What follows belongs to an exercise in optimizing a design on an open flow for small area, a short achievable clock period and few clock cycles per item; a production flow would make more cautious choices.
Only simulation tests tie the RTL to the original design; equivalence was not proved.

File: flow/run.sh
#!/bin/bash
# synth_recipe.tcl (not shown) runs the flow's synth.tcl, then flattens the netlist and writes it again
# the make line also repeats each setting of config.mk as NAME=value (left out here)
make -C /OpenROAD-flow-scripts/flow DESIGN_CONFIG=/design/flow/config.mk WORK_HOME=/design/flow/orfs CLKGATE_MAP_FILE= SYNTH_SCRIPT=/design/flow/synth_recipe.tcl finish
File: flow/config.mk
export PLATFORM = sky130hd
export DESIGN_NAME = hsl_to_rgb_converter_unit
export DESIGN_NICKNAME = hsl_to_rgb_converter_unit
export VERILOG_FILES = /design/flow/design.v
export SDC_FILE = /design/flow/constraint.sdc
export NUM_CORES = 4
export LEC_CHECK = 0
export CAP_MARGIN = 20
export CORE_MARGIN = 2
export CORE_UTILIZATION = 40
export SLEW_MARGIN = 20
File: flow/constraint.sdc
create_clock -name core_clock -period 9.5 [get_ports {clk_i}]
set_input_delay 1.9000 -clock core_clock [delete_from_list [all_inputs] [get_ports {clk_i}]]
set_output_delay 1.9000 -clock core_clock [all_outputs]
set_load 0.01 [all_outputs]
File: flow/design.v
package hsl2rgb_pkg;
  localparam int unsigned HueW  = 9;
  localparam int unsigned PctW  = 7;
  localparam int unsigned ChanW = 8;
  localparam int unsigned FracW = 14;   
  localparam int unsigned NumW  = 20;   
  localparam int unsigned WgtW  = 6;    
  localparam int unsigned ProdW = 49;
  localparam logic [HueW-1:0] HueTurn = 9'd360;
  localparam logic [HueW-1:0] Hue60   = 9'd60;
  localparam logic [HueW-1:0] Hue120  = 9'd120;
  localparam logic [HueW-1:0] Hue180  = 9'd180;
  localparam logic [HueW-1:0] Hue240  = 9'd240;
  localparam logic [PctW-1:0] PctMax  = 7'd100;
  localparam logic [PctW-1:0] PctHalf = 7'd50;
  localparam logic [WgtW-1:0] SectorDeg = 6'd60;
  localparam logic [28:0]     RecipK     = 29'd467292447;
  localparam int unsigned     RecipShift = 40;
  typedef struct packed {
    logic en_num;   
    logic en_out;   
  } hsl2rgb_stg_t;
endpackage
module hsl2rgb_chan
(
  input  logic                 clk_i,
  input  hsl2rgb_pkg::hsl2rgb_stg_t         stg_i,
  input  logic [hsl2rgb_pkg::HueW-1:0]      hue_i,
  input  logic [hsl2rgb_pkg::FracW-1:0]     p_i,
  input  logic [hsl2rgb_pkg::FracW-1:0]     q_i,
  input  logic [hsl2rgb_pkg::FracW-1:0]     d_i,
  output logic [hsl2rgb_pkg::ChanW-1:0]     chan_o
);
  logic [hsl2rgb_pkg::FracW-1:0] base;
  logic [hsl2rgb_pkg::WgtW-1:0]  wgt;
  logic [hsl2rgb_pkg::NumW-1:0]  num_d, num_q;
  logic [hsl2rgb_pkg::ProdW-1:0] scaled;
  logic [hsl2rgb_pkg::ChanW-1:0] chan_d, chan_q;
  always_comb begin
    priority if (hue_i < hsl2rgb_pkg::Hue60) begin
      base = p_i;
      wgt  = hue_i[hsl2rgb_pkg::WgtW-1:0];
    end else if (hue_i < hsl2rgb_pkg::Hue180) begin
      base = q_i;
      wgt  = '0;
    end else if (hue_i < hsl2rgb_pkg::Hue240) begin
      base = p_i;
      wgt  = hsl2rgb_pkg::WgtW'(hsl2rgb_pkg::Hue240 - hue_i);
    end else begin
      base = p_i;
      wgt  = '0;
    end
  end
  assign num_d = hsl2rgb_pkg::NumW'(base) * hsl2rgb_pkg::NumW'(hsl2rgb_pkg::SectorDeg) + hsl2rgb_pkg::NumW'(d_i) * hsl2rgb_pkg::NumW'(wgt);
  always_ff @(posedge clk_i) begin
    if (stg_i.en_num) begin
      num_q <= num_d;
    end
  end
  assign scaled = hsl2rgb_pkg::ProdW'(num_q) * hsl2rgb_pkg::ProdW'(hsl2rgb_pkg::RecipK);
  assign chan_d = scaled[hsl2rgb_pkg::RecipShift +: hsl2rgb_pkg::ChanW];
  always_ff @(posedge clk_i) begin
    if (stg_i.en_out) begin
      chan_q <= chan_d;
    end
  end
  assign chan_o = chan_q;
endmodule
module hsl_to_rgb_converter_unit
(
  input  logic             clk_i,
  input  logic             rst_ni,
  input  logic             in_valid_i,
  output logic             in_ready_o,
  input  logic [hsl2rgb_pkg::HueW-1:0]  hue_degrees_i,
  input  logic [hsl2rgb_pkg::PctW-1:0]  saturation_pct_i,
  input  logic [hsl2rgb_pkg::PctW-1:0]  lightness_pct_i,
  output logic             out_valid_o,
  input  logic             out_ready_i,
  output logic [hsl2rgb_pkg::ChanW-1:0] red_o,
  output logic [hsl2rgb_pkg::ChanW-1:0] green_o,
  output logic [hsl2rgb_pkg::ChanW-1:0] blue_o
);
  logic v1_q, v2_q, v3_q, v4_q;
  logic en1, en2, en3, en4;
  assign en4 = !v4_q || out_ready_i;
  assign en3 = !v3_q || en4;
  assign en2 = !v2_q || en3;
  assign en1 = !v1_q || en2;
  assign in_ready_o  = en1;
  assign out_valid_o = v4_q;
  always_ff @(posedge clk_i or negedge rst_ni) begin
    if (!rst_ni) begin
      v1_q <= 1'b0;
      v2_q <= 1'b0;
      v3_q <= 1'b0;
      v4_q <= 1'b0;
    end else begin
      if (en1) v1_q <= in_valid_i;
      if (en2) v2_q <= v1_q;
      if (en3) v3_q <= v2_q;
      if (en4) v4_q <= v3_q;
    end
  end
  logic [hsl2rgb_pkg::HueW-1:0] hue_mod;
  logic [hsl2rgb_pkg::HueW-1:0] hr1_d, hg1_d, hb1_d, hr1_q, hg1_q, hb1_q;
  logic [hsl2rgb_pkg::PctW-1:0] s1_d, l1_d, s1_q, l1_q;
  always_comb begin
    hue_mod = (hue_degrees_i >= hsl2rgb_pkg::HueTurn) ? hue_degrees_i - hsl2rgb_pkg::HueTurn : hue_degrees_i;
    hg1_d   = hue_mod;
    hr1_d   = (hue_mod >= hsl2rgb_pkg::Hue240) ? hue_mod - hsl2rgb_pkg::Hue240 : hue_mod + hsl2rgb_pkg::Hue120;
    hb1_d   = (hue_mod >= hsl2rgb_pkg::Hue120) ? hue_mod - hsl2rgb_pkg::Hue120 : hue_mod + hsl2rgb_pkg::Hue240;
    s1_d    = (saturation_pct_i > hsl2rgb_pkg::PctMax) ? hsl2rgb_pkg::PctMax : saturation_pct_i;
    l1_d    = (lightness_pct_i > hsl2rgb_pkg::PctMax) ? hsl2rgb_pkg::PctMax : lightness_pct_i;
  end
  always_ff @(posedge clk_i) begin
    if (en1) begin
      hr1_q <= hr1_d;
      hg1_q <= hg1_d;
      hb1_q <= hb1_d;
      s1_q  <= s1_d;
      l1_q  <= l1_d;
    end
  end
  localparam int unsigned WideW = hsl2rgb_pkg::FracW + 1;
  logic [WideW-1:0] q_lo, q_hi, q_w, p_w, d_w;
  logic [hsl2rgb_pkg::HueW-1:0]  hr2_q, hg2_q, hb2_q;
  logic [hsl2rgb_pkg::FracW-1:0] q2_q, p2_q, d2_q;
  always_comb begin
    q_lo = WideW'(l1_q) * (WideW'(s1_q) + WideW'(hsl2rgb_pkg::PctMax));
    q_hi = WideW'(hsl2rgb_pkg::PctMax) * (WideW'(l1_q) + WideW'(s1_q)) - WideW'(l1_q) * WideW'(s1_q);
    q_w  = (l1_q < hsl2rgb_pkg::PctHalf) ? q_lo : q_hi;
    p_w  = WideW'(200) * WideW'(l1_q) - q_w;
    d_w  = q_w - p_w;
  end
  always_ff @(posedge clk_i) begin
    if (en2) begin
      hr2_q <= hr1_q;
      hg2_q <= hg1_q;
      hb2_q <= hb1_q;
      q2_q  <= q_w[hsl2rgb_pkg::FracW-1:0];
      p2_q  <= p_w[hsl2rgb_pkg::FracW-1:0];
      d2_q  <= d_w[hsl2rgb_pkg::FracW-1:0];
    end
  end
  hsl2rgb_pkg::hsl2rgb_stg_t stg;
  assign stg.en_num = en3;
  assign stg.en_out = en4;
  hsl2rgb_chan u_red (
    .clk_i  (clk_i),
    .stg_i  (stg),
    .hue_i  (hr2_q),
    .p_i    (p2_q),
    .q_i    (q2_q),
    .d_i    (d2_q),
    .chan_o (red_o)
  );
  hsl2rgb_chan u_green (
    .clk_i  (clk_i),
    .stg_i  (stg),
    .hue_i  (hg2_q),
    .p_i    (p2_q),
    .q_i    (q2_q),
    .d_i    (d2_q),
    .chan_o (green_o)
  );
  hsl2rgb_chan u_blue (
    .clk_i  (clk_i),
    .stg_i  (stg),
    .hue_i  (hb2_q),
    .p_i    (p2_q),
    .q_i    (q2_q),
    .d_i    (d2_q),
    .chan_o (blue_o)
  );
endmodule
==> impl_results.md <==
- Die Wd: 371 um
- Average cell area after synthesis: 9.86 um2
- Cell count along the critical path: 33
- Initial Utilization: 0.404
- Post-DRT Antenna Nets: 0
- Maximum capacitance violations: 0
- Run status: timing/DRC/antenna clean
- Number of standard cells after synthesis: 5467
- Adder-cell area share of the yosys netlist: 0.600
- Data required time at the worst endpoint: 9760 ps
- Class of the tightest hold or removal check: register to register
- Fraction of synthesis flops using an asynchronous set or reset pin: 0.0217
- Core footprint: 0.134 mm2
- Smallest setup slack after layout: 954 ps
- Count of cell types in the netlist: 79
- Startpoint type of the worst setup path: register
- Final wirelength: 116 mm
- Area occupied by multi-input gates: 0.0423 mm2
- Number of hold violations in the final report: 0
- Cell type contributing the most total cell area after synthesis: sky130_fd_sc_hd__fa_1
- Post-layout instance count excluding filler cells: 7285
- Netlist Area Pre-Place: 0.0539 mm2
- Total number of placement rows: 134
- Via count of the first global-routing pass: 38.0k
- Count of cells resized by post-cts repair: 0
- Setup Fix Bufs, Post-CTS: 0
- Buffer and inverter count on the worst path: 6
- Final Skew: 24.5 ps
- Die ar.: 0.138 mm2
- Slew Limit Headroom: 0.279
- Hold path startpoint: hb1_q[8]
- Post-synthesis sequential area ratio: 0.102
- Top achievable clock speed: 117 MHz
- Fill cell instance count of the final layout: 12.8k
- Largest net degree at the start of global routing: 63
- Share of the synthesized area in the top cell type: 0.364
- Final cycle utilization of the critical path: 0.900
- Diodes inserted: 0
- Post-Synth Simple-Gate Area: 0.0780
- Startpoint of the most critical register-to-register path: s1_q[2]
- Endpoint kind of the worst setup timing path: register
- Vias: 35.3k
- Syn. warnings: 2
- Clock tree sinks: 184
- Cell at the slowest stage of the critical path: sky130_fd_sc_hd__edfxtp_1
- Number of buffers added on ports: 52
- Total CTS buffers: 17
- Total Negative Setup Slacks: 0 ps
- CP peak stage delay: 570 ps
- Inst Count DP: 7253
- Final worst path period need: 8550 ps
- Post-placement setup slack: 981 ps
- #FFs+latches synth: 184
- Net count, final: 7528
- Detailed-router iteration count before antenna repair: 5
- Clock buffer depth: 2
- Number of antenna violations at the first check in global routing: 0
- Post-route DRC: 0
- Clock transition time at the flip-flop clock pins of the worst setup and hold paths: 100 ps
- Mux contribution to synthesized area: 0.00940
- Synth Flop Type: sky130_fd_sc_hd__edfxtp_1
- Remaining global-route overflow: 0
- Deepest level of the CTS H-tree: 4
- Worst Reg-to-Reg Cells: 33
- Number of buffers added to fix hold violations after cts: 0
- Clk root buf: sky130_fd_sc_hd__clkbuf_16
- RePlAce Congestion: 0.872
- Number of primary I/O pins: 53
- Reg-to-reg endpoint: d2_q[13]
- Worst setup path startpoint: s1_q[2]
- Drt initial violations: 1597
- Detailed-route wire length per cell: 15.9 um
- Worst Hold Path EP: hb2_q[8]
- Crit path arrival time: 8810 ps
- Slew @ Worst Pin: 1080 ps
- Crit-path leading delay family: adder cells
- Overall routing resource usage: 0.179
- Skew-Pair Late Insertion Delay: 530 ps
- Fraction of final layout cells with drive strength greater than 1: 0.0214
- Number of pins exceeding their max-slew limit in the final report: 0
- Total half-perimeter wirelength after legalization and detailed placement: 102 mm
- Unrepaired setup endpoints after global routing: false
- Via density per instance: 4.85
- Share of the synthesized area in compound gates (AO/OA/AOI/OAI): 0.0614
- Area of all sequential standard cells: 0.00551 mm2
- Height of the die: 371 um
- Crit path max fanout: 10
- Depth of the worst hold-timing path: 0
- Main combinational cell family by area after synthesis: adder cells
- Clock tree from TritonCTS: yes
- Endpoints failing setup: 0
- Number of flops mapped to enable cells by yosys: 180
- Library cell appearing most often on the critical path: sky130_fd_sc_hd__ha_1
- Area growth from synthesis to final layout: 6.22%
- Start-to-end type of the worst setup path: register to register
- Most area-consuming cells after synthesis: sky130_fd_sc_hd__fa_1 (36%), sky130_fd_sc_hd__ha_1 (24%), sky130_fd_sc_hd__inv_1 (11%)
- Global-route wire length before repair: 196 mm
- Share of the synthesized netlist area taken by xor and xnor gates: 0.0342
- Slack of the worst reg-to-reg path: 950 ps
## layer usage
layer / track usage / wire length [um] / vias up
li1: - / - / 17100
met4: 0.0403 / 2090 / 0
met1: 0.244 / 53900 / 17700
met5: 0 / 0 / -
met3: 0.0178 / 3250 / 77
met2: 0.306 / 56500 / 446
## stage by stage
step            util  hold slack [ps]  cell area, um2
2_1_floorplan      -              400           54000
3_3_place_gp   0.424              406           56600
3_5_place_dp   0.424              405           56600
4_1_cts        0.429              421           57300
5_1_grt        0.429              428           57300
6_report       0.429              417           57300
## cell families after synthesis
kind of cell             Yosys count
AND/OR/NAND/NOR                  875
XOR/XNOR                         208
buffers and inverters           1650
multiplexers                      47
flip-flops                       184
other                              2
AO/OA/AOI/OAI                    504
adder cells (fa/ha/maj)         1997
## cells in the final DEF (no fill, tap or decap), drive strengths merged, types with 8 or more instances in the layout
cell type / n
nand2: 336
xnor2: 137
edfxtp: 180
or2: 13
nor2b: 34
conb: 15
a21oi: 152
fa: 980
mux2: 19
clkdlybuf4s50: 52
a31oi: 16
and3: 24
a21o: 61
nor4: 12
o21a: 24
buf: 23
nand3: 51
nand4: 26
nand2b: 32
nor3: 54
nor2: 145
mux2i: 28
xor2: 71
o21bai: 11
clkbuf: 17
ha: 1017
o21ai: 99
and2: 105
a211oi: 17
o211ai: 13
a211o: 14
nand3b: 8
or3: 22
inv: 1588
## sequential cells by signal, indices dropped and copies added, names as in the netlist, 9 cells and up
name,count
u_red.num_q,20
d2_q,13
u_blue.num_q,20
u_green.num_q,20
p2_q,13
hr1_q,9
hr2_q,9
q2_q,14
## Yosys cell counts (all sizes together) (16+ instances only)
| library cell | n |
|---|---|
| xor2 | 71 |
| xnor2 | 137 |
| o21ai | 99 |
| nor2 | 145 |
| and3 | 24 |
| nand2b | 32 |
| mux2 | 19 |
| o21a | 24 |
| edfxtp | 180 |
| nand3 | 51 |
| nor2b | 34 |
| clkbuf | 56 |
| nand4 | 26 |
| a211oi | 17 |
| a21oi | 152 |
| or3 | 22 |
| fa | 980 |
| inv | 1579 |
| ha | 1017 |
| nor3 | 54 |
| nand2 | 336 |
| a21o | 61 |
| mux2i | 28 |
| a31oi | 16 |
| and2 | 105 |
## worst max path at each step
stage                           to  slack (ps)
after floorplan           d2_q[13]        1970
after global placement    d2_q[13]        1050
after detailed placement  d2_q[13]         980
after CTS                 d2_q[13]         940
after global routing      d2_q[13]         300
final                     d2_q[13]         950
## area by class of cell
| cell class | count | area share |
|---|---|---|
| clock buffers | 17 | 0.00743 |
| clock inverters | 15 | 0.00365 |
| inverters | 1580 | 0.104 |
| multi-input cells | 3646 | 0.738 |
| flip-flops and latches | 184 | 0.0961 |
| well taps | 1768 | 0.0386 |
| repair buffers | 75 | 0.0121 |
## worst reg2reg max path, delay by kind of cell, from the launching register on
kind / cells / cell delay, ps
simple gates: 6 / 960
xor+xnor: 4 / 810
mux: 1 / 230
fa+ha+maj: 11 / 4080
flops: 1 / 570
buf+inv: 6 / 610
compound gates: 5 / 1010
Testbench counts, summed over its fixed seeds: cycles 12,032, items 12,000.

-- separate check: timing with driven ports --
How much do the figures lean on ideal ports? The routed layout below was timed once more, with nothing changed but the port constraints.
Step 1 (the two cells are an assumption about what drives the block):
set clk [get_ports {clk_i}]
set_driving_cell -lib_cell sky130_fd_sc_hd__clkbuf_16 $clk
set_driving_cell -lib_cell sky130_fd_sc_hd__buf_2 [delete_from_list [all_inputs] $clk]
Step 2 times the ports against the registers' clock, not the clock port: input delays grow and output delays shrink by t, the midpoint of the rising clock arrivals with the driver on.
Slacks: ideal ports / drivers / drivers and shift; pairs: ideal ports / drivers.
shift t [ns]: 0.597
setup slack, ns: 0.954 / 0.954 / 0.954
worst setup path after step 2: register to register
slew at the worst register clock pin (ns): 0.10 / 0.10
worst data-port slew with drivers (ns): 0.04
After both steps setup and hold are still met in this run. The setup slack of this run moves by 0.000 ns with the drivers and by 0.000 ns with both steps.
